Background: an optimization exercise with open tools, aiming at small area, a short achievable clock period and few clock cycles per item. Do not read the settings as production practice.
Function was not checked in any run shown here: the RTL went through the layout flow alone.
Power figures rest on the tool's default switching activity, not on a simulated workload.

$ cat design/flow/design.v
module mult_stream_mac #(
    parameter int DATA_WIDTH = 8,
    parameter int MAP_SIZE = 32,
    parameter int LANES = 32,
    localparam int BEATS = MAP_SIZE * MAP_SIZE / LANES,
    localparam int ACC_WIDTH = 2 * DATA_WIDTH + $clog2(BEATS)
) (
    input  logic                         clk,
    input  logic                         rst_n,
    input  logic                         mode,
    input  logic                         in_valid,
    output logic                         in_ready,
    input  logic [LANES*DATA_WIDTH-1:0]  a,
    input  logic [LANES*DATA_WIDTH-1:0]  b,
    output logic                         out_valid,
    input  logic                         out_ready,
    output logic [LANES*ACC_WIDTH-1:0]   out_data,
    output logic                         out_last
);
    localparam int CW = (BEATS > 1) ? $clog2(BEATS) : 1;
    localparam logic [CW-1:0] LAST_CNT = CW'(BEATS - 1);
    localparam int CSW = 25;    
    logic [CW-1:0]               r_cnt;
    logic                        r_map_mode;
    logic [LANES*CSW-1:0]        r_cs;
    logic                        r_v1, r_last1, r_mode1;
    logic [LANES*ACC_WIDTH-1:0]  r_res;
    logic                        r_out_valid, r_out_last;
    localparam int NK = 6;         
    logic [NK-1:0]               r_keep;
    logic [NK-1:0]               w_keep_nxt;
    logic                        w_stall, w_take, w_adv, w_kn, w_mode;
    assign w_stall   = r_out_valid & ~out_ready;
    assign in_ready  = ~w_stall;
    assign w_take    = in_valid & ~w_stall;
    assign w_mode    = (r_cnt == '0) ? mode : r_map_mode;
    assign w_adv     = r_v1 & ~w_stall;
    assign w_kn      = r_map_mode & (r_cnt != '0);
    assign w_keep_nxt[0] = w_kn;
    assign w_keep_nxt[1] = w_kn & in_valid;
    assign w_keep_nxt[2] = w_kn | ~in_valid;
    assign w_keep_nxt[3] = ~w_kn;
    assign w_keep_nxt[4] = ~(w_kn & in_valid);
    assign w_keep_nxt[5] = ~(w_kn | ~in_valid);
    assign out_valid = r_out_valid;
    assign out_data  = r_res;
    assign out_last  = r_out_last;
    for (genvar i = 0; i < LANES; i++) begin : g_lane
        logic [CSW-1:0]       w_cs;
        logic [ACC_WIDTH-1:0] w_r, w_s;
        mult_stream_mac_pp u_pp (
            .x(a[i*DATA_WIDTH +: DATA_WIDTH]), .y(b[i*DATA_WIDTH +: DATA_WIDTH]), .cs(w_cs)
        );
        localparam int K = i * NK / LANES;
        logic w_keep;
        assign w_keep = (K >= NK / 2) ? ~r_keep[K] : r_keep[K];
        assign w_r = w_keep ? r_res[i*ACC_WIDTH +: ACC_WIDTH] : '0;
        mult_stream_mac_acc u_acc (.cs(r_cs[i*CSW +: CSW]), .r(w_r), .s(w_s));
        always_ff @(posedge clk) begin
            if (w_take) r_cs[i*CSW +: CSW] <= w_cs;
            if (w_adv) r_res[i*ACC_WIDTH +: ACC_WIDTH] <= w_s;
        end
    end
    always_ff @(posedge clk or negedge rst_n) begin
        if (!rst_n) begin
            r_cnt       <= '0;
            r_map_mode  <= 1'b0;
            r_v1        <= 1'b0;
            r_last1     <= 1'b0;
            r_mode1     <= 1'b0;
            r_keep      <= '0;
            r_out_valid <= 1'b0;
            r_out_last  <= 1'b0;
        end else begin
            if (w_take) begin
                r_cnt <= (r_cnt == LAST_CNT) ? '0 : r_cnt + CW'(1);
                if (r_cnt == '0) r_map_mode <= mode;
            end
            if (!w_stall) begin
                r_v1        <= in_valid;
                r_last1     <= (r_cnt == LAST_CNT);
                r_mode1     <= w_mode;
                r_keep      <= w_keep_nxt;
                r_out_valid <= w_adv & (~r_mode1 | r_last1);
                r_out_last  <= r_mode1 | r_last1;
            end
        end
    end
endmodule
module mult_stream_mac_pp (
    input  logic [7:0] x,
    input  logic [7:0] y,
    output logic [24:0] cs
);
    logic m1;
    logic m2;
    logic m3;
    logic m4;
    logic m5;
    logic m6;
    logic m7;
    logic m8;
    logic m9;
    logic m10;
    logic m11;
    logic m12;
    logic m13;
    logic m14;
    logic m15;
    logic m16;
    logic m17;
    logic m18;
    logic m19;
    logic m20;
    logic m21;
    logic m22;
    logic m23;
    logic m24;
    logic m25;
    logic m26;
    logic m27;
    logic m28;
    logic m29;
    logic m30;
    logic m31;
    logic m32;
    logic m33;
    logic m34;
    logic m35;
    logic m36;
    logic m37;
    logic m38;
    logic m39;
    logic m40;
    logic m41;
    logic m42;
    logic m43;
    logic m44;
    logic m45;
    logic m46;
    logic m47;
    logic m48;
    logic m49;
    logic m50;
    logic m51;
    logic m52;
    logic m53;
    logic m54;
    logic m55;
    logic m56;
    logic m57;
    logic m58;
    logic m59;
    logic m60;
    logic m61;
    logic m62;
    logic m63;
    logic m64;
    logic m65;
    logic m66;
    logic m67;
    logic m68;
    logic m69;
    logic m70;
    logic m71;
    logic m72;
    logic m73;
    logic m74;
    logic m75;
    logic m76;
    logic m77;
    logic m78;
    logic m79;
    logic m80;
    logic m81;
    logic m82;
    logic m83;
    logic m84;
    logic m85;
    logic m86;
    logic m87;
    logic m88;
    logic m89;
    logic m90;
    logic m91;
    logic m92;
    logic m93;
    logic m94;
    logic m95;
    logic m96;
    logic m97;
    logic m98;
    logic m99;
    logic m100;
    logic m101;
    logic m102;
    logic m103;
    logic m104;
    logic m105;
    logic m106;
    logic m107;
    logic m108;
    logic m109;
    logic m110;
    logic m111;
    logic m112;
    logic m113;
    logic m114;
    logic m115;
    logic m116;
    logic m117;
    logic m118;
    logic m119;
    logic m120;
    logic m121;
    logic m122;
    logic m123;
    logic m124;
    logic m125;
    logic m126;
    logic m127;
    logic m128;
    logic m129;
    logic m130;
    logic m131;
    logic m132;
    logic m133;
    logic m134;
    logic m135;
    logic m136;
    logic m137;
    logic m138;
    logic m139;
    logic m140;
    logic m141;
    logic m142;
    logic m143;
    logic m144;
    logic m145;
    logic m146;
    logic m147;
    logic m148;
    logic m149;
    logic m150;
    logic m151;
    logic m152;
    logic m153;
    logic m154;
    logic m155;
    logic m156;
    logic m157;
    logic m158;
    logic m159;
    logic m160;
    logic m161;
    logic m162;
    logic m163;
    logic m164;
    logic m165;
    logic m166;
    logic m167;
    logic m168;
    logic m169;
    logic m170;
    logic m171;
    logic m172;
    logic m173;
    logic m174;
    logic m175;
    logic m176;
    logic m177;
    logic m178;
    logic m179;
    logic m180;
    logic m181;
    assign m1 = ~(x[0] & y[0]);
    assign m2 = ~(x[0] & y[1]);
    assign m3 = ~(x[0] & y[2]);
    assign m4 = ~(x[0] & y[3]);
    assign m5 = ~(x[0] & y[4]);
    assign m6 = ~(x[0] & y[5]);
    assign m7 = ~(x[0] & y[6]);
    assign m8 = x[0] & y[7];
    assign m9 = ~(x[1] & y[0]);
    assign m10 = ~(x[1] & y[1]);
    assign m11 = ~(x[1] & y[2]);
    assign m12 = ~(x[1] & y[3]);
    assign m13 = ~(x[1] & y[4]);
    assign m14 = ~(x[1] & y[5]);
    assign m15 = ~(x[1] & y[6]);
    assign m16 = x[1] & y[7];
    assign m17 = ~(x[2] & y[0]);
    assign m18 = ~(x[2] & y[1]);
    assign m19 = ~(x[2] & y[2]);
    assign m20 = ~(x[2] & y[3]);
    assign m21 = ~(x[2] & y[4]);
    assign m22 = ~(x[2] & y[5]);
    assign m23 = ~(x[2] & y[6]);
    assign m24 = x[2] & y[7];
    assign m25 = ~(x[3] & y[0]);
    assign m26 = ~(x[3] & y[1]);
    assign m27 = ~(x[3] & y[2]);
    assign m28 = ~(x[3] & y[3]);
    assign m29 = ~(x[3] & y[4]);
    assign m30 = ~(x[3] & y[5]);
    assign m31 = ~(x[3] & y[6]);
    assign m32 = x[3] & y[7];
    assign m33 = ~(x[4] & y[0]);
    assign m34 = ~(x[4] & y[1]);
    assign m35 = ~(x[4] & y[2]);
    assign m36 = ~(x[4] & y[3]);
    assign m37 = ~(x[4] & y[4]);
    assign m38 = ~(x[4] & y[5]);
    assign m39 = ~(x[4] & y[6]);
    assign m40 = x[4] & y[7];
    assign m41 = ~(x[5] & y[0]);
    assign m42 = ~(x[5] & y[1]);
    assign m43 = ~(x[5] & y[2]);
    assign m44 = ~(x[5] & y[3]);
    assign m45 = ~(x[5] & y[4]);
    assign m46 = ~(x[5] & y[5]);
    assign m47 = ~(x[5] & y[6]);
    assign m48 = x[5] & y[7];
    assign m49 = ~(x[6] & y[0]);
    assign m50 = ~(x[6] & y[1]);
    assign m51 = ~(x[6] & y[2]);
    assign m52 = ~(x[6] & y[3]);
    assign m53 = ~(x[6] & y[4]);
    assign m54 = ~(x[6] & y[5]);
    assign m55 = ~(x[6] & y[6]);
    assign m56 = x[6] & y[7];
    assign m57 = x[7] & y[0];
    assign m58 = x[7] & y[1];
    assign m59 = x[7] & y[2];
    assign m60 = x[7] & y[3];
    assign m61 = x[7] & y[4];
    assign m62 = x[7] & y[5];
    assign m63 = x[7] & y[6];
    assign m64 = ~(x[7] & y[7]);
    assign m65 = ~(m2 ^ m9);
    assign m66 = m2 | m9;
    assign m67 = m3 ^ m10 ^ m17;
    assign m68 = (m3 & m10) | (m3 & m17) | (m10 & m17);
    assign m69 = ~(m66 ^ m67);
    assign m70 = m66 | m67;
    assign m71 = m4 ^ m11 ^ m18;
    assign m72 = (m4 & m11) | (m4 & m18) | (m11 & m18);
    assign m73 = m25 ^ m68 ^ m71;
    assign m74 = (m25 & m68) | (m25 & m71) | (m68 & m71);
    assign m75 = ~(m70 ^ m73);
    assign m76 = m70 | m73;
    assign m77 = m5 ^ m12 ^ m19;
    assign m78 = (m5 & m12) | (m5 & m19) | (m12 & m19);
    assign m79 = m26 ^ m33 ^ m72;
    assign m80 = (m26 & m33) | (m26 & m72) | (m33 & m72);
    assign m81 = m77 ^ m74 ^ m79;
    assign m82 = (m77 & m74) | (m77 & m79) | (m74 & m79);
    assign m83 = ~(m76 ^ m81);
    assign m84 = m76 | m81;
    assign m85 = m6 ^ m13 ^ m20;
    assign m86 = (m6 & m13) | (m6 & m20) | (m13 & m20);
    assign m87 = m27 ^ m34 ^ m41;
    assign m88 = (m27 & m34) | (m27 & m41) | (m34 & m41);
    assign m89 = m78 ^ m85 ^ m87;
    assign m90 = (m78 & m85) | (m78 & m87) | (m85 & m87);
    assign m91 = m80 ^ m89 ^ m82;
    assign m92 = (m80 & m89) | (m80 & m82) | (m89 & m82);
    assign m93 = m7 ^ m14 ^ m21;
    assign m94 = (m7 & m14) | (m7 & m21) | (m14 & m21);
    assign m95 = m28 ^ m35 ^ m42;
    assign m96 = (m28 & m35) | (m28 & m42) | (m35 & m42);
    assign m97 = m49 ^ m86 ^ m88;
    assign m98 = (m49 & m86) | (m49 & m88) | (m86 & m88);
    assign m99 = m93 ^ m95 ^ m90;
    assign m100 = (m93 & m95) | (m93 & m90) | (m95 & m90);
    assign m101 = ~(m97 ^ m99);
    assign m102 = m97 | m99;
    assign m103 = m8 ^ m15 ^ m22;
    assign m104 = (m8 & m15) | (m8 & m22) | (m15 & m22);
    assign m105 = m29 ^ m36 ^ m43;
    assign m106 = (m29 & m36) | (m29 & m43) | (m36 & m43);
    assign m107 = m50 ^ m57 ^ m94;
    assign m108 = (m50 & m57) | (m50 & m94) | (m57 & m94);
    assign m109 = m96 ^ m103 ^ m105;
    assign m110 = (m96 & m103) | (m96 & m105) | (m103 & m105);
    assign m111 = m98 ^ m107 ^ m109;
    assign m112 = (m98 & m107) | (m98 & m109) | (m107 & m109);
    assign m113 = ~(m100 ^ m111);
    assign m114 = m100 | m111;
    assign m115 = m16 ^ m23;
    assign m116 = m16 & m23;
    assign m117 = m30 ^ m37 ^ m44;
    assign m118 = (m30 & m37) | (m30 & m44) | (m37 & m44);
    assign m119 = m51 ^ m58 ^ m104;
    assign m120 = (m51 & m58) | (m51 & m104) | (m58 & m104);
    assign m121 = m106 ^ m115 ^ m117;
    assign m122 = (m106 & m115) | (m106 & m117) | (m115 & m117);
    assign m123 = m108 ^ m110 ^ m119;
    assign m124 = (m108 & m110) | (m108 & m119) | (m110 & m119);
    assign m125 = m121 ^ m112 ^ m123;
    assign m126 = (m121 & m112) | (m121 & m123) | (m112 & m123);
    assign m127 = m24 ^ m31 ^ m38;
    assign m128 = (m24 & m31) | (m24 & m38) | (m31 & m38);
    assign m129 = m45 ^ m52 ^ m59;
    assign m130 = (m45 & m52) | (m45 & m59) | (m52 & m59);
    assign m131 = m116 ^ m118 ^ m127;
    assign m132 = (m116 & m118) | (m116 & m127) | (m118 & m127);
    assign m133 = m129 ^ m120 ^ m122;
    assign m134 = (m129 & m120) | (m129 & m122) | (m120 & m122);
    assign m135 = m131 ^ m124 ^ m133;
    assign m136 = (m131 & m124) | (m131 & m133) | (m124 & m133);
    assign m137 = m32 ^ m39 ^ m46;
    assign m138 = (m32 & m39) | (m32 & m46) | (m39 & m46);
    assign m139 = m53 ^ m60 ^ m128;
    assign m140 = (m53 & m60) | (m53 & m128) | (m60 & m128);
    assign m141 = m130 ^ m137 ^ m132;
    assign m142 = (m130 & m137) | (m130 & m132) | (m137 & m132);
    assign m143 = m139 ^ m134 ^ m141;
    assign m144 = (m139 & m134) | (m139 & m141) | (m134 & m141);
    assign m145 = m40 ^ m47 ^ m54;
    assign m146 = (m40 & m47) | (m40 & m54) | (m47 & m54);
    assign m147 = m61 ^ m138 ^ m145;
    assign m148 = (m61 & m138) | (m61 & m145) | (m138 & m145);
    assign m149 = m140 ^ m147 ^ m142;
    assign m150 = (m140 & m147) | (m140 & m142) | (m147 & m142);
    assign m151 = m48 ^ m55 ^ m62;
    assign m152 = (m48 & m55) | (m48 & m62) | (m55 & m62);
    assign m153 = m146 ^ m151 ^ m148;
    assign m154 = (m146 & m151) | (m146 & m148) | (m151 & m148);
    assign m155 = m56 ^ m63 ^ m152;
    assign m156 = (m56 & m63) | (m56 & m152) | (m63 & m152);
    assign m157 = ~m1;
    assign m158 = ~m65;
    assign m159 = ~m69;
    assign m160 = ~m75;
    assign m161 = ~m83;
    assign m162 = m84 ^ m91;
    assign m163 = ~(m84 | m91);
    assign m164 = m92 ^ m101;
    assign m165 = ~(m92 | m101);
    assign m166 = m102 ^ m113;
    assign m167 = ~(m102 | m113);
    assign m168 = m114 ^ m125;
    assign m169 = ~(m114 | m125);
    assign m170 = m126 ^ m135;
    assign m171 = ~(m126 | m135);
    assign m172 = m136 ^ m143;
    assign m173 = ~(m136 | m143);
    assign m174 = m144 ^ m149;
    assign m175 = ~(m144 | m149);
    assign m176 = m150 ^ m153;
    assign m177 = ~(m150 | m153);
    assign m178 = m154 ^ m155;
    assign m179 = ~(m154 | m155);
    assign m180 = m64 ^ m156;
    assign m181 = ~(m64 | m156);
    assign cs[0] = m157;
    assign cs[1] = m158;
    assign cs[2] = m159;
    assign cs[3] = m160;
    assign cs[4] = m161;
    assign cs[5] = m162;
    assign cs[6] = m163;
    assign cs[7] = m164;
    assign cs[8] = m165;
    assign cs[9] = m166;
    assign cs[10] = m167;
    assign cs[11] = m168;
    assign cs[12] = m169;
    assign cs[13] = m170;
    assign cs[14] = m171;
    assign cs[15] = m172;
    assign cs[16] = m173;
    assign cs[17] = m174;
    assign cs[18] = m175;
    assign cs[19] = m176;
    assign cs[20] = m177;
    assign cs[21] = m178;
    assign cs[22] = m179;
    assign cs[23] = m180;
    assign cs[24] = m181;
endmodule
module mult_stream_mac_acc (
    input  logic [24:0] cs,
    input  logic [20:0] r,
    output logic [20:0] s
);
    logic t1;
    logic t2;
    logic t3;
    logic t4;
    logic t5;
    logic t6;
    logic t7;
    logic t8;
    logic t9;
    logic t10;
    logic t11;
    logic t12;
    logic t13;
    logic t14;
    logic t15;
    logic t16;
    logic t17;
    logic t18;
    logic t19;
    logic t20;
    logic t21;
    logic t22;
    logic t23;
    logic t24;
    logic t25;
    logic t26;
    logic t27;
    logic t28;
    logic t29;
    logic t30;
    logic t31;
    logic t32;
    logic t33;
    logic t34;
    logic t35;
    logic t36;
    logic t37;
    logic t38;
    logic t39;
    logic t40;
    logic t41;
    logic t42;
    logic t43;
    logic t44;
    logic t45;
    logic t46;
    logic t47;
    logic t48;
    logic t49;
    logic t50;
    logic t51;
    logic t52;
    logic t53;
    logic t54;
    logic t55;
    logic t56;
    logic t57;
    logic t58;
    logic t59;
    logic t60;
    logic t61;
    logic t62;
    logic t63;
    logic t64;
    logic t65;
    logic t66;
    logic t67;
    logic t68;
    logic t69;
    logic t70;
    logic t71;
    logic t72;
    logic t73;
    logic t74;
    logic t75;
    logic t76;
    logic t77;
    logic t78;
    logic t79;
    logic t80;
    logic t81;
    logic t82;
    logic t83;
    logic t84;
    logic t85;
    logic t86;
    logic t87;
    logic t88;
    logic t89;
    logic t90;
    logic t91;
    logic t92;
    logic t93;
    logic t94;
    logic t95;
    logic t96;
    logic t97;
    logic t98;
    logic t99;
    logic t100;
    logic t101;
    logic t102;
    logic t103;
    logic t104;
    logic t105;
    logic t106;
    logic t107;
    logic t108;
    logic t109;
    logic t110;
    logic t111;
    logic t112;
    logic t113;
    logic t114;
    logic t115;
    logic t116;
    logic t117;
    logic t118;
    logic t119;
    logic t120;
    logic t121;
    logic t122;
    logic t123;
    logic t124;
    logic t125;
    logic t126;
    logic t127;
    logic t128;
    logic t129;
    logic t130;
    logic t131;
    logic t132;
    logic t133;
    logic t134;
    logic t135;
    logic t136;
    logic t137;
    logic t138;
    logic t139;
    logic t140;
    logic t141;
    logic t142;
    logic t143;
    logic t144;
    logic t145;
    logic t146;
    logic t147;
    logic t148;
    logic t149;
    logic t150;
    logic t151;
    logic t152;
    assign t1 = r[5] ^ cs[5];
    assign t2 = cs[6] | (r[5] & cs[5]);
    assign t3 = r[6] ^ cs[7];
    assign t4 = cs[8] | (r[6] & cs[7]);
    assign t5 = r[7] ^ cs[9];
    assign t6 = cs[10] | (r[7] & cs[9]);
    assign t7 = r[8] ^ cs[11];
    assign t8 = cs[12] | (r[8] & cs[11]);
    assign t9 = r[9] ^ cs[13];
    assign t10 = cs[14] | (r[9] & cs[13]);
    assign t11 = r[10] ^ cs[15];
    assign t12 = cs[16] | (r[10] & cs[15]);
    assign t13 = r[11] ^ cs[17];
    assign t14 = cs[18] | (r[11] & cs[17]);
    assign t15 = r[12] ^ cs[19];
    assign t16 = cs[20] | (r[12] & cs[19]);
    assign t17 = r[13] ^ cs[21];
    assign t18 = cs[22] | (r[13] & cs[21]);
    assign t19 = r[14] ^ cs[23];
    assign t20 = cs[24] | (r[14] & cs[23]);
    assign t21 = ~t20;
    assign t22 = ~r[16];
    assign t23 = ~r[17];
    assign t24 = ~r[18];
    assign t25 = ~r[19];
    assign t26 = ~r[20];
    assign t27 = cs[0] & r[0];
    assign t28 = cs[0] ^ r[0];
    assign t29 = cs[1] & r[1];
    assign t30 = cs[1] ^ r[1];
    assign t31 = cs[2] & r[2];
    assign t32 = cs[2] ^ r[2];
    assign t33 = cs[3] & r[3];
    assign t34 = cs[3] ^ r[3];
    assign t35 = cs[4] & r[4];
    assign t36 = cs[4] ^ r[4];
    assign t37 = t1 & 1'b0;
    assign t38 = t1 ^ 1'b0;
    assign t39 = t2 & t3;
    assign t40 = t2 ^ t3;
    assign t41 = t4 & t5;
    assign t42 = t4 ^ t5;
    assign t43 = t6 & t7;
    assign t44 = t6 ^ t7;
    assign t45 = t8 & t9;
    assign t46 = t8 ^ t9;
    assign t47 = t10 & t11;
    assign t48 = t10 ^ t11;
    assign t49 = t12 & t13;
    assign t50 = t12 ^ t13;
    assign t51 = t14 & t15;
    assign t52 = t14 ^ t15;
    assign t53 = t16 & t17;
    assign t54 = t16 ^ t17;
    assign t55 = t18 & t19;
    assign t56 = t18 ^ t19;
    assign t57 = t21 & r[15];
    assign t58 = t21 ^ r[15];
    assign t59 = t20 & t22;
    assign t60 = t20 ^ t22;
    assign t61 = r[16] & t23;
    assign t62 = r[16] ^ t23;
    assign t63 = r[17] & t24;
    assign t64 = r[17] ^ t24;
    assign t65 = r[18] & t25;
    assign t66 = r[18] ^ t25;
    assign t67 = r[19] & t26;
    assign t68 = r[19] ^ t26;
    assign t69 = t29 | (t30 & t27);
    assign t70 = t30 & t28;
    assign t71 = t33 | (t34 & t31);
    assign t72 = t34 & t32;
    assign t73 = t37 | (t38 & t35);
    assign t74 = t38 & t36;
    assign t75 = t41 | (t42 & t39);
    assign t76 = t42 & t40;
    assign t77 = t45 | (t46 & t43);
    assign t78 = t46 & t44;
    assign t79 = t49 | (t50 & t47);
    assign t80 = t50 & t48;
    assign t81 = t53 | (t54 & t51);
    assign t82 = t54 & t52;
    assign t83 = t57 | (t58 & t55);
    assign t84 = t58 & t56;
    assign t85 = t61 | (t62 & t59);
    assign t86 = t62 & t60;
    assign t87 = t65 | (t66 & t63);
    assign t88 = t66 & t64;
    assign t89 = t31 | (t32 & t69);
    assign t90 = t32 & t70;
    assign t91 = t71 | (t72 & t69);
    assign t92 = t72 & t70;
    assign t93 = t39 | (t40 & t73);
    assign t94 = t40 & t74;
    assign t95 = t75 | (t76 & t73);
    assign t96 = t76 & t74;
    assign t97 = t47 | (t48 & t77);
    assign t98 = t48 & t78;
    assign t99 = t79 | (t80 & t77);
    assign t100 = t80 & t78;
    assign t101 = t55 | (t56 & t81);
    assign t102 = t56 & t82;
    assign t103 = t83 | (t84 & t81);
    assign t104 = t84 & t82;
    assign t105 = t63 | (t64 & t85);
    assign t106 = t64 & t86;
    assign t107 = t87 | (t88 & t85);
    assign t108 = t88 & t86;
    assign t109 = t35 | (t36 & t91);
    assign t110 = t36 & t92;
    assign t111 = t73 | (t74 & t91);
    assign t112 = t74 & t92;
    assign t113 = t93 | (t94 & t91);
    assign t114 = t94 & t92;
    assign t115 = t95 | (t96 & t91);
    assign t116 = t96 & t92;
    assign t117 = t51 | (t52 & t99);
    assign t118 = t52 & t100;
    assign t119 = t81 | (t82 & t99);
    assign t120 = t82 & t100;
    assign t121 = t101 | (t102 & t99);
    assign t122 = t102 & t100;
    assign t123 = t103 | (t104 & t99);
    assign t124 = t104 & t100;
    assign t125 = t67 | (t68 & t107);
    assign t126 = t68 & t108;
    assign t127 = t43 | (t44 & t115);
    assign t128 = t44 & t116;
    assign t129 = t77 | (t78 & t115);
    assign t130 = t78 & t116;
    assign t131 = t97 | (t98 & t115);
    assign t132 = t98 & t116;
    assign t133 = t99 | (t100 & t115);
    assign t134 = t100 & t116;
    assign t135 = t117 | (t118 & t115);
    assign t136 = t118 & t116;
    assign t137 = t119 | (t120 & t115);
    assign t138 = t120 & t116;
    assign t139 = t121 | (t122 & t115);
    assign t140 = t122 & t116;
    assign t141 = t123 | (t124 & t115);
    assign t142 = t124 & t116;
    assign t143 = t59 | (t60 & t141);
    assign t144 = t60 & t142;
    assign t145 = t85 | (t86 & t141);
    assign t146 = t86 & t142;
    assign t147 = t105 | (t106 & t141);
    assign t148 = t106 & t142;
    assign t149 = t107 | (t108 & t141);
    assign t150 = t108 & t142;
    assign t151 = t125 | (t126 & t141);
    assign t152 = t126 & t142;
    assign s[0] = t28;
    assign s[1] = t30 ^ t27;
    assign s[2] = t32 ^ t69;
    assign s[3] = t34 ^ t89;
    assign s[4] = t36 ^ t91;
    assign s[5] = t38 ^ t109;
    assign s[6] = t40 ^ t111;
    assign s[7] = t42 ^ t113;
    assign s[8] = t44 ^ t115;
    assign s[9] = t46 ^ t127;
    assign s[10] = t48 ^ t129;
    assign s[11] = t50 ^ t131;
    assign s[12] = t52 ^ t133;
    assign s[13] = t54 ^ t135;
    assign s[14] = t56 ^ t137;
    assign s[15] = t58 ^ t139;
    assign s[16] = t60 ^ t141;
    assign s[17] = t62 ^ t143;
    assign s[18] = t64 ^ t145;
    assign s[19] = t66 ^ t147;
    assign s[20] = t68 ^ t149;
endmodule
$ cat design/flow/flow/run.sh
#!/bin/bash
# The standard layout, with plain buffers (buf_1) rather than delay cells on the ports; ORFS's
# resizer sizes them afterwards as it does every cell. Each step's log is in orfs/logs/.
set -euo pipefail
bash standard.sh "BUFFER_PORTS_ARGS=-buffer_cell sky130_fd_sc_hd__buf_1" finish > standard.log 2>&1
$ cat design/flow/standard.sh
#!/bin/bash
# synth_recipe.tcl (not shown) runs the flow's synth.tcl, then flattens the netlist and writes it again
# the make line also repeats each setting of config.mk as NAME=value (left out here)
make -C /OpenROAD-flow-scripts/flow DESIGN_CONFIG=/design/flow/config.mk WORK_HOME=/design/flow/orfs CLKGATE_MAP_FILE= SYNTH_SCRIPT=/design/flow/synth_recipe.tcl "${@:-finish}"
$ cat design/flow/config.mk
export PLATFORM = sky130hd
export DESIGN_NAME = mult_stream_mac
export DESIGN_NICKNAME = mult_stream_mac
export VERILOG_FILES = /design/flow/design.v
export SDC_FILE = /design/flow/constraint.sdc
export NUM_CORES = 4
export LEC_CHECK = 0
export CAP_MARGIN = 20
export CORE_MARGIN = 2
export CORE_UTILIZATION = 40
export SETUP_SLACK_MARGIN = 3.6
export SLEW_MARGIN = 20
$ cat design/flow/constraint.sdc
create_clock -name core_clock -period 7.2 [get_ports {clk}]
set_input_delay 1.4400 -clock core_clock [delete_from_list [all_inputs] [get_ports {clk}]]
set_output_delay 1.4400 -clock core_clock [all_outputs]
set_load 0.01 [all_outputs]
==> impl_results.md, run 1 <==
* Status: complete, no violations
* Cts bufs inserted at 191
* Vias at 84.3k
* Routability cong. at 0.877
* Fin nets at 15.8k
* Max-cap violations at 0
* CTS tree: yes
* Most common cell after layout, fill and taps aside: and2_1
* Setup violators final at 0
* Die height at 568 um
* Synth cell types at 73
* Slew HR at 29.3%
* Async SR Flop Fraction at 1.14%
* CP top delay family: compound AO/OA/AOI/OAI gates
* Sum Neg Setup Slack at 0 ns
* Period utilization at 50.5%
* Arr. time, crit path at 4.21 ns
* DP HPWL at 259000 um
* Share of cells above drive strength 1 at 10.5%
* Synthesis-to-layout area growth at 16.2%
* Clock skew at 0.0490 ns
* Initial Utilization at 40.1%
* Vias in the first global route at 86.5k
* CP max stage cell: dfrtp_4
* Crit-path max FO at 21
* Hold Fails Final Rpt at 0
* Power per cell area at 408 nW/um2
* CP Buf/Inv Count at 1
* GRT Util Overall at 20.7%
* Critical setup path kind: register to register
* Post-place instance area at 137000 um2
* Final wirelength at 339000 um
* Finished Cell Area at 148000 um2
* Flop and latch count out of synthesis at 1489
* Core ar. at 318000 um2
* Cells along the critical path: buf_16, and2_1, ha_1, or2_2, ha_1, and3_1, a22o_1, o31ai_4, a21oi_2, nand2b_1, o41ai_4, a31oi_1
* Worst-Skew Late Latency at 0.87 ns
* Global route overflow at 0
* Sequential share of the synthesized area at 35.0%
* # IOs at 1192
* Initial drt markers at 4566
* Final Util at 46.6%
* Lkg Pwr at 0.0646 uW
* FP Rows at 207
* Synth warn at 1
* Startpoint Class: register
* Most frequent cells in the layout: and2_1, edfxtp_1, fa_1, ha_1, inv_1
* Syn Nets at 14.3k
* Buffers on Ports at 1191
* Die area at 323000 um2
* Largest net degree at the start of global routing at 174
* Global-route wire length before repair at 519000 um
* Max Fclk at 0.275 GHz
* Hold Path Class: register to register
* CP max stage delay at 0.58 ns
* H-tree lvl count at 4
* Detail Route Antenna Nets at 0
* CP most frequent cell: ha_1
* Vias/cell at 5.02
* Avg WL per Cell at 20.2 um
* Slew Limit Fails at 0
* Post-synth EDFFs at 1472
* Root buffer cell: clkbuf_16
* Synthesized instance count at 10.9k
* DIE WIDTH at 568 um
* Final worst path period need at 3.63 ns
* Initial antenna violation count at 76
* Reg clk slew, reported paths at 0.06 ns
* CTS sink cnt at 1489
* WHS at 0.491 ns
* Max Root-Sink Buffers at 4
* Worst slew pin tran at 1.06 ns
* Mapped cell area at 127000 um2
* Setup crit end kind: register
* Fill cell count at 29.4k
* Unrepaired setup endpoints after global routing: yes
* Residual DRC at 0
* Most used DFF post-synth: edfxtp_1
* First-pass DRT Iterations at 5
* Max VDD drop at 277 uV
* Syn_area_per_cell at 11.7 um2
* Worst EP required at 7.78 ns
==> per-layer routing <==
metal	vias to the layer above	share of wire [%]	global-route usage, %
li1	39500	-	-
met5	-	0.11	0
met2	2116	45	32.4
met4	58	3.1	5.97
met1	42200	44	28.1
met3	478	8.1	5.82
==> timing repair <==
item / CTS / global route
hold buffers: 0 / 0
pin swaps: 37 / 117
hold endpoints to repair: 0 / 0
gates cloned: 8 / 9
resized for setup: 163 / 469
setup endpoints to repair: 624 / 245
buffers inserted: 59 / 64
==> stage by stage <==
step	total power, uW	cells	setup slack [ns]
detailed placement	47400	16300	2.46
floorplan	38600	10900	-7.11
global placement	47000	16300	2.54
finish	60400	16800	3.57
global route	65600	16800	3.44
CTS	58800	16700	3.49
==> layout make-up <==
| class | instances | area (um2) | share of cell area, % |
|---|---|---|---|
| tap | 4180 | 5230 | 3.53 |
| antenna | 39 | 97.6 | 0.0659 |
| multi-input combinational | 8068 | 80100 | 54.1 |
| sequential | 1489 | 44700 | 30.2 |
| timing repair buffer | 1375 | 7070 | 4.77 |
| clock inverter | 112 | 1030 | 0.696 |
| inverter | 1303 | 4890 | 3.31 |
| clock buffer | 225 | 4970 | 3.36 |
==> worst paths after layout <==
| check | start | endpoint | slack [ns] | cells past startpoint |
|---|---|---|---|---|
| setup / recovery | r_keep[0] | r_res[20] | 3.57 | 12 |
| hold / removal | r_last1 | r_last1 | 0.49 | 2 |
| hold reg to reg | r_last1 | r_last1 | 0.49 | 2 |
| min in group asynchronous | rst_n | r_out_valid | 0.56 | 1 |
| max in group asynchronous | rst_n | r_keep[3] | 6.14 | 1 |
| setup reg to reg | r_keep[0] | r_res[20] | 3.57 | 12 |
==> tightest hold or removal path, cell delays in order (launching register included) <==
cell and delay, ns:
dfrtp_1 0.35, nand2_1 0.06, nand2_1 0.05
==> where the power goes <==
group	switching, uW	leakage (uW)	internal [uW]
registers	1920	0.0144	15700
clock network	3960	0.00292	5510
logic	19000	0.0473	14400
total	24800	0.0646	35600
==> kinds of logic (layout without fill, tap and decap cells) <==
group	Yosys count	in the layout	share of synthesized area [%]
buffers and inverters	1379	3015	4.06
multiplexers	7	7	0.0570
flip-flops	1489	1489	35.0
AND/OR/NAND/NOR	3874	3874	16.9
AO/OA/AOI/OAI	940	940	4.93
adder cells (fa/ha/maj)	2851	2851	36.3
XOR/XNOR	396	396	2.72
other	0	39	0
==> state kept, by name, summed over array words and instances, names as in the netlist <==
register     flops
r_last1          1
r_mode1          1
r_out_valid      1
r_res          672
r_map_mode       1
r_cs           800
r_cnt            5
r_keep           6
r_v1             1
r_out_last       1
==> cells in the mapped netlist (6+ instances only) <==
master	number	share of area (%)
edfxtp_1	1472	35
inv_1	1303	3.8
xor2_1	109	0.75
nand3_1	60	0.24
fa_1	1408	22
nor2b_1	273	1.3
xnor2_1	287	2.0
o31ai_1	30	0.18
o31a_1	16	0.11
and3_1	29	0.14
nor4_1	11	0.054
nor3_2	9	0.071
and4_1	11	0.076
a21o_1	166	0.98
o21bai_1	25	0.15
or3_1	16	0.079
a211o_1	9	0.062
o21ai_0	144	0.57
a41oi_1	7	0.048
a21oi_1	277	1.1
o211ai_1	9	0.053
nor3_1	75	0.29
a21oi_2	6	0.041
nand2b_1	137	0.67
nor2_1	260	0.77
a31o_2	20	0.14
a2111o_1	9	0.080
ha_1	1443	14
o311ai_0	14	0.096
o311ai_2	9	0.11
dfrtp_1	17	0.33
nand4_1	36	0.18
a31oi_1	36	0.18
nand3b_1	20	0.12
nand2_1	813	2.4
and3b_1	11	0.076
a22o_1	6	0.041
a211oi_1	30	0.18
or2_2	324	1.6
o211a_1	6	0.047
a311oi_1	21	0.14
clkbuf_1	73	0.22
a21boi_0	11	0.065
and2_1	1767	8.7
o21a_1	44	0.26
==> run 2, diff against run 1 <==
--- a/design/flow/design.v
+++ b/design/flow/design.v
@@ -270,77 +270,72 @@
     logic m176;
-    logic m177;
-    logic m178;
-    logic m179;
-    logic m180;
-    logic m181;
-    assign m1 = ~(x[0] & y[0]);
-    assign m2 = ~(x[0] & y[1]);
-    assign m3 = ~(x[0] & y[2]);
-    assign m4 = ~(x[0] & y[3]);
-    assign m5 = ~(x[0] & y[4]);
-    assign m6 = ~(x[0] & y[5]);
-    assign m7 = ~(x[0] & y[6]);
-    assign m8 = x[0] & y[7];
-    assign m9 = ~(x[1] & y[0]);
-    assign m10 = ~(x[1] & y[1]);
-    assign m11 = ~(x[1] & y[2]);
-    assign m12 = ~(x[1] & y[3]);
-    assign m13 = ~(x[1] & y[4]);
-    assign m14 = ~(x[1] & y[5]);
-    assign m15 = ~(x[1] & y[6]);
-    assign m16 = x[1] & y[7];
-    assign m17 = ~(x[2] & y[0]);
-    assign m18 = ~(x[2] & y[1]);
-    assign m19 = ~(x[2] & y[2]);
-    assign m20 = ~(x[2] & y[3]);
-    assign m21 = ~(x[2] & y[4]);
-    assign m22 = ~(x[2] & y[5]);
-    assign m23 = ~(x[2] & y[6]);
-    assign m24 = x[2] & y[7];
-    assign m25 = ~(x[3] & y[0]);
-    assign m26 = ~(x[3] & y[1]);
-    assign m27 = ~(x[3] & y[2]);
-    assign m28 = ~(x[3] & y[3]);
-    assign m29 = ~(x[3] & y[4]);
-    assign m30 = ~(x[3] & y[5]);
-    assign m31 = ~(x[3] & y[6]);
-    assign m32 = x[3] & y[7];
-    assign m33 = ~(x[4] & y[0]);
-    assign m34 = ~(x[4] & y[1]);
-    assign m35 = ~(x[4] & y[2]);
-    assign m36 = ~(x[4] & y[3]);
-    assign m37 = ~(x[4] & y[4]);
-    assign m38 = ~(x[4] & y[5]);
-    assign m39 = ~(x[4] & y[6]);
-    assign m40 = x[4] & y[7];
-    assign m41 = ~(x[5] & y[0]);
-    assign m42 = ~(x[5] & y[1]);
-    assign m43 = ~(x[5] & y[2]);
-    assign m44 = ~(x[5] & y[3]);
-    assign m45 = ~(x[5] & y[4]);
-    assign m46 = ~(x[5] & y[5]);
-    assign m47 = ~(x[5] & y[6]);
-    assign m48 = x[5] & y[7];
-    assign m49 = ~(x[6] & y[0]);
-    assign m50 = ~(x[6] & y[1]);
-    assign m51 = ~(x[6] & y[2]);
-    assign m52 = ~(x[6] & y[3]);
-    assign m53 = ~(x[6] & y[4]);
-    assign m54 = ~(x[6] & y[5]);
-    assign m55 = ~(x[6] & y[6]);
-    assign m56 = x[6] & y[7];
-    assign m57 = x[7] & y[0];
-    assign m58 = x[7] & y[1];
-    assign m59 = x[7] & y[2];
-    assign m60 = x[7] & y[3];
-    assign m61 = x[7] & y[4];
-    assign m62 = x[7] & y[5];
-    assign m63 = x[7] & y[6];
-    assign m64 = ~(x[7] & y[7]);
-    assign m65 = ~(m2 ^ m9);
-    assign m66 = m2 | m9;
+    assign m1 = x[0] & y[0];
+    assign m2 = x[0] & y[1];
+    assign m3 = x[0] & y[2];
+    assign m4 = x[0] & y[3];
+    assign m5 = x[0] & y[4];
+    assign m6 = x[0] & y[5];
+    assign m7 = x[0] & y[6];
+    assign m8 = ~(x[0] & y[7]);
+    assign m9 = x[1] & y[0];
+    assign m10 = x[1] & y[1];
+    assign m11 = x[1] & y[2];
+    assign m12 = x[1] & y[3];
+    assign m13 = x[1] & y[4];
+    assign m14 = x[1] & y[5];
+    assign m15 = x[1] & y[6];
+    assign m16 = ~(x[1] & y[7]);
+    assign m17 = x[2] & y[0];
+    assign m18 = x[2] & y[1];
+    assign m19 = x[2] & y[2];
+    assign m20 = x[2] & y[3];
+    assign m21 = x[2] & y[4];
+    assign m22 = x[2] & y[5];
+    assign m23 = x[2] & y[6];
+    assign m24 = ~(x[2] & y[7]);
+    assign m25 = x[3] & y[0];
+    assign m26 = x[3] & y[1];
+    assign m27 = x[3] & y[2];
+    assign m28 = x[3] & y[3];
+    assign m29 = x[3] & y[4];
+    assign m30 = x[3] & y[5];
+    assign m31 = x[3] & y[6];
+    assign m32 = ~(x[3] & y[7]);
+    assign m33 = x[4] & y[0];
+    assign m34 = x[4] & y[1];
+    assign m35 = x[4] & y[2];
+    assign m36 = x[4] & y[3];
+    assign m37 = x[4] & y[4];
+    assign m38 = x[4] & y[5];
+    assign m39 = x[4] & y[6];
+    assign m40 = ~(x[4] & y[7]);
+    assign m41 = x[5] & y[0];
+    assign m42 = x[5] & y[1];
+    assign m43 = x[5] & y[2];
+    assign m44 = x[5] & y[3];
+    assign m45 = x[5] & y[4];
+    assign m46 = x[5] & y[5];
+    assign m47 = x[5] & y[6];
+    assign m48 = ~(x[5] & y[7]);
+    assign m49 = x[6] & y[0];
+    assign m50 = x[6] & y[1];
+    assign m51 = x[6] & y[2];
+    assign m52 = x[6] & y[3];
+    assign m53 = x[6] & y[4];
+    assign m54 = x[6] & y[5];
+    assign m55 = x[6] & y[6];
+    assign m56 = ~(x[6] & y[7]);
+    assign m57 = ~(x[7] & y[0]);
+    assign m58 = ~(x[7] & y[1]);
+    assign m59 = ~(x[7] & y[2]);
+    assign m60 = ~(x[7] & y[3]);
+    assign m61 = ~(x[7] & y[4]);
+    assign m62 = ~(x[7] & y[5]);
+    assign m63 = ~(x[7] & y[6]);
+    assign m64 = x[7] & y[7];
+    assign m65 = m2 ^ m9;
+    assign m66 = m2 & m9;
     assign m67 = m3 ^ m10 ^ m17;
     assign m68 = (m3 & m10) | (m3 & m17) | (m10 & m17);
-    assign m69 = ~(m66 ^ m67);
-    assign m70 = m66 | m67;
+    assign m69 = m66 ^ m67;
+    assign m70 = m66 & m67;
     assign m71 = m4 ^ m11 ^ m18;
@@ -349,4 +344,4 @@
     assign m74 = (m25 & m68) | (m25 & m71) | (m68 & m71);
-    assign m75 = ~(m70 ^ m73);
-    assign m76 = m70 | m73;
+    assign m75 = m70 ^ m73;
+    assign m76 = m70 & m73;
     assign m77 = m5 ^ m12 ^ m19;
@@ -357,4 +352,4 @@
     assign m82 = (m77 & m74) | (m77 & m79) | (m74 & m79);
-    assign m83 = ~(m76 ^ m81);
-    assign m84 = m76 | m81;
+    assign m83 = m76 ^ m81;
+    assign m84 = m76 & m81;
     assign m85 = m6 ^ m13 ^ m20;
@@ -375,4 +370,4 @@
     assign m100 = (m93 & m95) | (m93 & m90) | (m95 & m90);
-    assign m101 = ~(m97 ^ m99);
-    assign m102 = m97 | m99;
+    assign m101 = m97 ^ m99;
+    assign m102 = m97 & m99;
     assign m103 = m8 ^ m15 ^ m22;
@@ -387,6 +382,6 @@
     assign m112 = (m98 & m107) | (m98 & m109) | (m107 & m109);
-    assign m113 = ~(m100 ^ m111);
-    assign m114 = m100 | m111;
-    assign m115 = m16 ^ m23;
-    assign m116 = m16 & m23;
+    assign m113 = m100 ^ m111;
+    assign m114 = m100 & m111;
+    assign m115 = ~(m16 ^ m23);
+    assign m116 = m16 | m23;
     assign m117 = m30 ^ m37 ^ m44;
@@ -431,52 +426,47 @@
     assign m156 = (m56 & m63) | (m56 & m152) | (m63 & m152);
-    assign m157 = ~m1;
-    assign m158 = ~m65;
-    assign m159 = ~m69;
-    assign m160 = ~m75;
-    assign m161 = ~m83;
-    assign m162 = m84 ^ m91;
-    assign m163 = ~(m84 | m91);
-    assign m164 = m92 ^ m101;
-    assign m165 = ~(m92 | m101);
-    assign m166 = m102 ^ m113;
-    assign m167 = ~(m102 | m113);
-    assign m168 = m114 ^ m125;
-    assign m169 = ~(m114 | m125);
-    assign m170 = m126 ^ m135;
-    assign m171 = ~(m126 | m135);
-    assign m172 = m136 ^ m143;
-    assign m173 = ~(m136 | m143);
-    assign m174 = m144 ^ m149;
-    assign m175 = ~(m144 | m149);
-    assign m176 = m150 ^ m153;
-    assign m177 = ~(m150 | m153);
-    assign m178 = m154 ^ m155;
-    assign m179 = ~(m154 | m155);
-    assign m180 = m64 ^ m156;
-    assign m181 = ~(m64 | m156);
-    assign cs[0] = m157;
-    assign cs[1] = m158;
-    assign cs[2] = m159;
-    assign cs[3] = m160;
-    assign cs[4] = m161;
-    assign cs[5] = m162;
-    assign cs[6] = m163;
-    assign cs[7] = m164;
-    assign cs[8] = m165;
-    assign cs[9] = m166;
-    assign cs[10] = m167;
-    assign cs[11] = m168;
-    assign cs[12] = m169;
-    assign cs[13] = m170;
-    assign cs[14] = m171;
-    assign cs[15] = m172;
-    assign cs[16] = m173;
-    assign cs[17] = m174;
-    assign cs[18] = m175;
-    assign cs[19] = m176;
-    assign cs[20] = m177;
-    assign cs[21] = m178;
-    assign cs[22] = m179;
-    assign cs[23] = m180;
-    assign cs[24] = m181;
+    assign m157 = m84 ^ m91;
+    assign m158 = m84 & m91;
+    assign m159 = m92 ^ m101;
+    assign m160 = m92 & m101;
+    assign m161 = m102 ^ m113;
+    assign m162 = m102 & m113;
+    assign m163 = m114 ^ m125;
+    assign m164 = m114 & m125;
+    assign m165 = m126 ^ m135;
+    assign m166 = m126 & m135;
+    assign m167 = m136 ^ m143;
+    assign m168 = m136 & m143;
+    assign m169 = m144 ^ m149;
+    assign m170 = m144 & m149;
+    assign m171 = m150 ^ m153;
+    assign m172 = m150 & m153;
+    assign m173 = m154 ^ m155;
+    assign m174 = m154 & m155;
+    assign m175 = m64 ^ m156;
+    assign m176 = m64 & m156;
+    assign cs[0] = m1;
+    assign cs[1] = m65;
+    assign cs[2] = m69;
+    assign cs[3] = m75;
+    assign cs[4] = m83;
+    assign cs[5] = m157;
+    assign cs[6] = m158;
+    assign cs[7] = m159;
+    assign cs[8] = m160;
+    assign cs[9] = m161;
+    assign cs[10] = m162;
+    assign cs[11] = m163;
+    assign cs[12] = m164;
+    assign cs[13] = m165;
+    assign cs[14] = m166;
+    assign cs[15] = m167;
+    assign cs[16] = m168;
+    assign cs[17] = m169;
+    assign cs[18] = m170;
+    assign cs[19] = m171;
+    assign cs[20] = m172;
+    assign cs[21] = m173;
+    assign cs[22] = m174;
+    assign cs[23] = m175;
+    assign cs[24] = m176;
 endmodule
@@ -623,18 +613,2 @@
     logic t136;
-    logic t137;
-    logic t138;
-    logic t139;
-    logic t140;
-    logic t141;
-    logic t142;
-    logic t143;
-    logic t144;
-    logic t145;
-    logic t146;
-    logic t147;
-    logic t148;
-    logic t149;
-    logic t150;
-    logic t151;
-    logic t152;
     assign t1 = r[5] ^ cs[5];
@@ -727,66 +701,50 @@
     assign t88 = t66 & t64;
-    assign t89 = t31 | (t32 & t69);
-    assign t90 = t32 & t70;
-    assign t91 = t71 | (t72 & t69);
-    assign t92 = t72 & t70;
-    assign t93 = t39 | (t40 & t73);
-    assign t94 = t40 & t74;
-    assign t95 = t75 | (t76 & t73);
-    assign t96 = t76 & t74;
-    assign t97 = t47 | (t48 & t77);
-    assign t98 = t48 & t78;
-    assign t99 = t79 | (t80 & t77);
-    assign t100 = t80 & t78;
-    assign t101 = t55 | (t56 & t81);
-    assign t102 = t56 & t82;
-    assign t103 = t83 | (t84 & t81);
-    assign t104 = t84 & t82;
-    assign t105 = t63 | (t64 & t85);
-    assign t106 = t64 & t86;
-    assign t107 = t87 | (t88 & t85);
-    assign t108 = t88 & t86;
-    assign t109 = t35 | (t36 & t91);
-    assign t110 = t36 & t92;
-    assign t111 = t73 | (t74 & t91);
-    assign t112 = t74 & t92;
-    assign t113 = t93 | (t94 & t91);
-    assign t114 = t94 & t92;
-    assign t115 = t95 | (t96 & t91);
-    assign t116 = t96 & t92;
-    assign t117 = t51 | (t52 & t99);
-    assign t118 = t52 & t100;
-    assign t119 = t81 | (t82 & t99);
-    assign t120 = t82 & t100;
-    assign t121 = t101 | (t102 & t99);
-    assign t122 = t102 & t100;
-    assign t123 = t103 | (t104 & t99);
-    assign t124 = t104 & t100;
-    assign t125 = t67 | (t68 & t107);
-    assign t126 = t68 & t108;
-    assign t127 = t43 | (t44 & t115);
-    assign t128 = t44 & t116;
-    assign t129 = t77 | (t78 & t115);
-    assign t130 = t78 & t116;
-    assign t131 = t97 | (t98 & t115);
-    assign t132 = t98 & t116;
-    assign t133 = t99 | (t100 & t115);
-    assign t134 = t100 & t116;
-    assign t135 = t117 | (t118 & t115);
-    assign t136 = t118 & t116;
-    assign t137 = t119 | (t120 & t115);
-    assign t138 = t120 & t116;
-    assign t139 = t121 | (t122 & t115);
-    assign t140 = t122 & t116;
-    assign t141 = t123 | (t124 & t115);
-    assign t142 = t124 & t116;
-    assign t143 = t59 | (t60 & t141);
-    assign t144 = t60 & t142;
-    assign t145 = t85 | (t86 & t141);
-    assign t146 = t86 & t142;
-    assign t147 = t105 | (t106 & t141);
-    assign t148 = t106 & t142;
-    assign t149 = t107 | (t108 & t141);
-    assign t150 = t108 & t142;
-    assign t151 = t125 | (t126 & t141);
-    assign t152 = t126 & t142;
+    assign t89 = t71 | (t72 & t69);
+    assign t90 = t72 & t70;
+    assign t91 = t75 | (t76 & t73);
+    assign t92 = t76 & t74;
+    assign t93 = t79 | (t80 & t77);
+    assign t94 = t80 & t78;
+    assign t95 = t83 | (t84 & t81);
+    assign t96 = t84 & t82;
+    assign t97 = t87 | (t88 & t85);
+    assign t98 = t88 & t86;
+    assign t99 = t91 | (t92 & t89);
+    assign t100 = t92 & t90;
+    assign t101 = t95 | (t96 & t93);
+    assign t102 = t96 & t94;
+    assign t103 = t101 | (t102 & t99);
+    assign t104 = t102 & t100;
+    assign t105 = t93 | (t94 & t99);
+    assign t106 = t94 & t100;
+    assign t107 = t97 | (t98 & t103);
+    assign t108 = t98 & t104;
+    assign t109 = t73 | (t74 & t89);
+    assign t110 = t74 & t90;
+    assign t111 = t77 | (t78 & t99);
+    assign t112 = t78 & t100;
+    assign t113 = t81 | (t82 & t105);
+    assign t114 = t82 & t106;
+    assign t115 = t85 | (t86 & t103);
+    assign t116 = t86 & t104;
+    assign t117 = t31 | (t32 & t69);
+    assign t118 = t32 & t70;
+    assign t119 = t35 | (t36 & t89);
+    assign t120 = t36 & t90;
+    assign t121 = t39 | (t40 & t109);
+    assign t122 = t40 & t110;
+    assign t123 = t43 | (t44 & t99);
+    assign t124 = t44 & t100;
+    assign t125 = t47 | (t48 & t111);
+    assign t126 = t48 & t112;
+    assign t127 = t51 | (t52 & t105);
+    assign t128 = t52 & t106;
+    assign t129 = t55 | (t56 & t113);
+    assign t130 = t56 & t114;
+    assign t131 = t59 | (t60 & t103);
+    assign t132 = t60 & t104;
+    assign t133 = t63 | (t64 & t115);
+    assign t134 = t64 & t116;
+    assign t135 = t67 | (t68 & t107);
+    assign t136 = t68 & t108;
     assign s[0] = t28;
@@ -794,20 +752,20 @@
     assign s[2] = t32 ^ t69;
-    assign s[3] = t34 ^ t89;
-    assign s[4] = t36 ^ t91;
-    assign s[5] = t38 ^ t109;
-    assign s[6] = t40 ^ t111;
-    assign s[7] = t42 ^ t113;
-    assign s[8] = t44 ^ t115;
-    assign s[9] = t46 ^ t127;
-    assign s[10] = t48 ^ t129;
-    assign s[11] = t50 ^ t131;
-    assign s[12] = t52 ^ t133;
-    assign s[13] = t54 ^ t135;
-    assign s[14] = t56 ^ t137;
-    assign s[15] = t58 ^ t139;
-    assign s[16] = t60 ^ t141;
-    assign s[17] = t62 ^ t143;
-    assign s[18] = t64 ^ t145;
-    assign s[19] = t66 ^ t147;
-    assign s[20] = t68 ^ t149;
+    assign s[3] = t34 ^ t117;
+    assign s[4] = t36 ^ t89;
+    assign s[5] = t38 ^ t119;
+    assign s[6] = t40 ^ t109;
+    assign s[7] = t42 ^ t121;
+    assign s[8] = t44 ^ t99;
+    assign s[9] = t46 ^ t123;
+    assign s[10] = t48 ^ t111;
+    assign s[11] = t50 ^ t125;
+    assign s[12] = t52 ^ t105;
+    assign s[13] = t54 ^ t127;
+    assign s[14] = t56 ^ t113;
+    assign s[15] = t58 ^ t129;
+    assign s[16] = t60 ^ t103;
+    assign s[17] = t62 ^ t131;
+    assign s[18] = t64 ^ t115;
+    assign s[19] = t66 ^ t133;
+    assign s[20] = t68 ^ t107;
 endmodule
==> run 2 against run 1 <==
Net effect:
- highest routed layer unchanged
- still clean on timing, DRC and antenna
- synthesized cell count is 3.7% higher
- global-route usage is 0.16 points higher
- sequential power hardly changed
- combinational power is 2% higher
- die area is 0.63% higher
- setup slack worse by 0.014 ns
- sequential share of layout area is 0.34 points lower
==> impl_results.md, run 2 <==
* Largest register FFs at 800 (unchanged)
* Synth cell count leaders: inv_1, fa_1, nand2_1 (was and2_1, edfxtp_1, ha_1)
* Cts bufs inserted at 189 (was 191)
* Startpoint Class: register (unchanged)
* R2R Setup Slk at 3.55 ns (was 3.57 ns)
* Lkg Pwr at 0.0671 uW (was 0.0646 uW)
* Fin nets at 16.3k (was 15.8k)
* Crit path depth at 13 (was 12)
* Cts hold-fix bufs at 0 (unchanged)
* # IOs at 1192 (unchanged)
* Worst hold start: r_out_last (was r_last1)
* GRT Util Overall at 20.9% (was 20.7%)
* Clock skew at 0.0813 ns (was 0.0490 ns)
* CP most frequent cell: buf_16 (was ha_1)
* Largest cells by area after synthesis: edfxtp_1, fa_1, ha_1 (unchanged)
* Residual DRC at 0 (unchanged)
* Worst-Skew Late Latency at 0.90 ns (was 0.87 ns)
* Unrepaired setup endpoints after global routing: yes (unchanged)
* Avg WL per Cell at 20.1 um (was 20.2 um)
* CTS tree: yes (unchanged)
* Vias at 84.7k (was 84.3k)
* Period utilization at 50.7% (was 50.5%)
* Reg clk slew, reported paths at 0.06 ns (about the same)
* Synthesis-to-layout area growth at 16.8% (was 16.2%)
* Max-cap violations at 0 (unchanged)
* Worst EP required at 7.78 ns (about the same)
* Most common cell in the netlist: inv_1 (was and2_1)
* Max Fclk at 0.274 GHz (was 0.275 GHz)
* Post-synth EDFFs at 1472 (unchanged)
* Slew HR at 29.9% (was 29.3%)
* Share of cells above drive strength 1 at 13.0% (was 10.5%)
* Crit-path max FO at 12 (was 21)
* RR Startpoint: r_keep[1] (was r_keep[0])
* Sequential share of the synthesized area at 34.8% (was 35.0%)
* Finished Cell Area at 150000 um2 (was 148000 um2)
* Final worst path period need at 3.65 ns (was 3.63 ns)
* CP top delay family: adder cells (was compound AO/OA/AOI/OAI gates)
* Global-route wire length before repair at 524000 um (was 519000 um)
* CP max stage cell: fa_2 (was dfrtp_4)
* DP HPWL at 262000 um (was 259000 um)
* Critical setup path kind: register to register (unchanged)
* Hold Fails Final Rpt at 0 (unchanged)
* Layout Cells excl Fill at 17.1k (was 16.8k)
* Post-place instance area at 138000 um2 (was 137000 um2)
* Detail Route Antenna Nets at 0 (unchanged)
* Dpl cells at 16.6k (was 16.3k)
* Most common cell after layout, fill and taps aside: inv_1 (was and2_1)
* Buffers on Ports at 1191 (unchanged)
* Setup violators final at 0 (unchanged)
* Setup crit end kind: register (unchanged)
* Synth top area share at 34.5% (was 34.7%)
* H-tree lvl count at 4 (unchanged)
* Vias in the first global route at 88.5k (was 86.5k)
* Root buffer cell: clkbuf_16 (unchanged)
* Flop and latch count out of synthesis at 1489 (unchanged)
* Crit path to: r_res[207] (was r_res[20])
* Core ar. at 319000 um2 (was 318000 um2)
* Initial Utilization at 40.2% (was 40.1%)
* Mapped cell area at 128000 um2 (was 127000 um2)
* Reg with most FFs: r_cs (unchanged)
* Final wirelength at 345000 um (was 339000 um)
* Vias/cell at 4.95 (was 5.02)
* Slew Limit Fails at 0 (unchanged)
* Hold Path Class: register to register (unchanged)
* Max Root-Sink Buffers at 4 (unchanged)
* Power per cell area at 408 nW/um2 (about the same)
* Most used DFF post-synth: edfxtp_1 (unchanged)
* CTS sink cnt at 1489 (unchanged)
* Synth warn at 1 (unchanged)
* Largest net degree at the start of global routing at 139 (was 174)
* Arr. time, crit path at 4.23 ns (was 4.21 ns)
* First-pass DRT Iterations at 5 (unchanged)
* Syn_area_per_cell at 11.3 um2 (was 11.7 um2)
* Die height at 570 um (was 568 um)
* FF-to-FF path depth at 13 (was 12)
* Synthesized instance count at 11.3k (was 10.9k)
* CP Buf/Inv Count at 3 (was 1)
* Post-synth top area cell: edfxtp_1 (unchanged)
* Cells along the critical path: buf_16, buf_16, and2_1, ha_1, or2_2, ha_4, nand2_2, nor3_4, o2111ai_2, nand2_1, a31oi_2, fa_2, inv_1 (was buf_16, and2_1, ha_1, or2_2, ha_1, and3_1, a22o_1, o31ai_4, a21oi_2, nand2b_1, o41ai_4, a31oi_1)
* FF-to-FF End: r_res[207] (was r_res[20])
* Status: complete, no violations (unchanged)
* Routability cong. at 0.904 (was 0.877)
* Initial drt markers at 4339 (was 4566)
* FP Rows at 207 (unchanged)
* Synth cell types at 51 (was 73)
* CP max stage delay at 0.55 ns (was 0.58 ns)
* Max VDD drop at 275 uV (was 277 uV)
* Die area at 325000 um2 (was 323000 um2)
* Initial antenna violation count at 109 (was 76)
* Most frequent cells in the layout: inv_1, fa_1, edfxtp_1, nand2_1, ha_1 (was and2_1, edfxtp_1, fa_1, ha_1, inv_1)
* Worst slew pin tran at 1.05 ns (was 1.06 ns)
* Crit. Startpoint: r_keep[1] (was r_keep[0])
* Global route overflow at 0 (unchanged)
* Async SR Flop Fraction at 1.14% (unchanged)
* Largest regs: r_cs: 800 flops, r_res: 672 flops, r_keep: 6 flops (unchanged)
* DIE WIDTH at 570 um (was 568 um)
* Syn Nets at 14.9k (was 14.3k)
==> run 2: changes by cell type after synthesis, sizes merged, moves of 41 or more <==
cell    change
a21oi      +59
and2      -683
clkbuf     +97
fa        +160
inv       +624
nand2     +670
nor2      -141
nor3       -58
o21ai      +44
xnor2     -106
xor2       +41
==> run 2: report_power, final <==
group	total, uW	switching [uW]	internal (uW)
clock network	9510	4010	5500
logic	34000	19500	14500
registers	17700	1920	15700
total	61200	25400	35700
==> run 2: cell type report <==
class | instances | area, um2
inverters | 1927 | 7240
repair buffers | 1386 | 7540
well taps | 4180 | 5230
multi-input cells | 7746 | 78900
clock inverters | 106 | 1000
clock buffers | 234 | 5030
flip-flops and latches | 1489 | 44700
fillers | 29300 | 169000
diodes | 58 | 145
==> run 2: logic make-up after synthesis <==
kind of cell               Yosys count  share of synthesized area [%]
DFF                               1489                           34.8
adders and majority gates         3011                           38.6
buffers and inverters             2102                           6.15
and+or+nand+nor                   3512                           13.9
AOI/OAI and AO/OA                  890                           4.25
xor gates and xnor gates           331                           2.26
muxes                                2                         0.0176
==> run 2: worst min path at each step <==
| stage | cells after the start | slack (ns) | to |
|---|---|---|---|
| after floorplan | 2 | 0.45 | r_last1 |
| after global placement | 2 | 0.46 | r_out_last |
| after detailed placement | 2 | 0.46 | r_out_last |
| after CTS | 2 | 0.48 | r_out_last |
| after global routing | 2 | 0.51 | r_out_last |
| final | 2 | 0.47 | r_out_last |
==> run 2: routing by layer <==
metal	part of all wire [%]	track usage (%)	vias to the layer above
met2	47	33.7	2191
met4	4.0	7.81	64
met1	41	26.8	42500
met5	0.12	0	-
met3	7.8	5.68	584
li1	-	-	39400
==> run 2: repair_timing <==
item                                   4_1_cts  5_1_grt
gates resized for setup                    304      787
buffers inserted                            65       75
endpoints found under the hold margin        0        0
gates cloned                                 9       16
pin swaps                                   48      130
setup endpoints to repair                  342      464
==> run 2: through the flow <==
stage	power (uW)	setup TNS, ns	util (%)	setup WS [ns]	hold WS, ns
CTS	59100	0	45.8	3.52	0.481
global route	66800	0	47.0	3.50	0.505
finish	61200	0	47.0	3.55	0.475
global placement	46700	0	43.2	2.61	0.458
detailed placement	47300	0	43.2	2.58	0.461
floorplan	38200	-5716.02	-	-7.11	0.450
==> run 2: worst register-to-register path, cell delays in order (launching register included) <==
cell	delay, ns
dfrtp_4	0.50
buf_16	0.17
buf_16	0.30
and2_1	0.15
ha_1	0.17
or2_2	0.32
ha_4	0.30
nand2_2	0.10
nor3_4	0.30
o2111ai_2	0.23
nand2_1	0.16
a31oi_2	0.12
fa_2	0.55
inv_1	0.04

## port drivers added, routing unchanged
In the flow no input, the clock included, has a driving cell. The finished layouts below were timed again as built, in two steps.
Step 1 sets driving cells, clkbuf_16 on the clock port and buf_2 on the other inputs (assumed; they add their load-dependent delay and slew).
Step 2 adds t to the input delays and takes it off the output delays; t is the mean of the earliest and latest rising clock arrival at the registers after step 1. Input paths then give back, and output paths get back, about the clock's delay inside the block.
a / b / c = ideal / step 1 / step 2; a / b = the first two.
run	shift t [ns]	setup slack, ns	latest minus earliest clock arrival (ns)	pins driven straight from the clock port
run 1	0.947	3.567 / 3.567 / 2.660	0.062 / 0.063	1
run 2	0.951	3.553 / 3.553 / 2.609	0.088 / 0.088	1
After both steps every run listed still meets setup and hold. The setup slack of run 2, which loses most, moves by 0.000 ns with the drivers and by -0.944 ns with both steps.
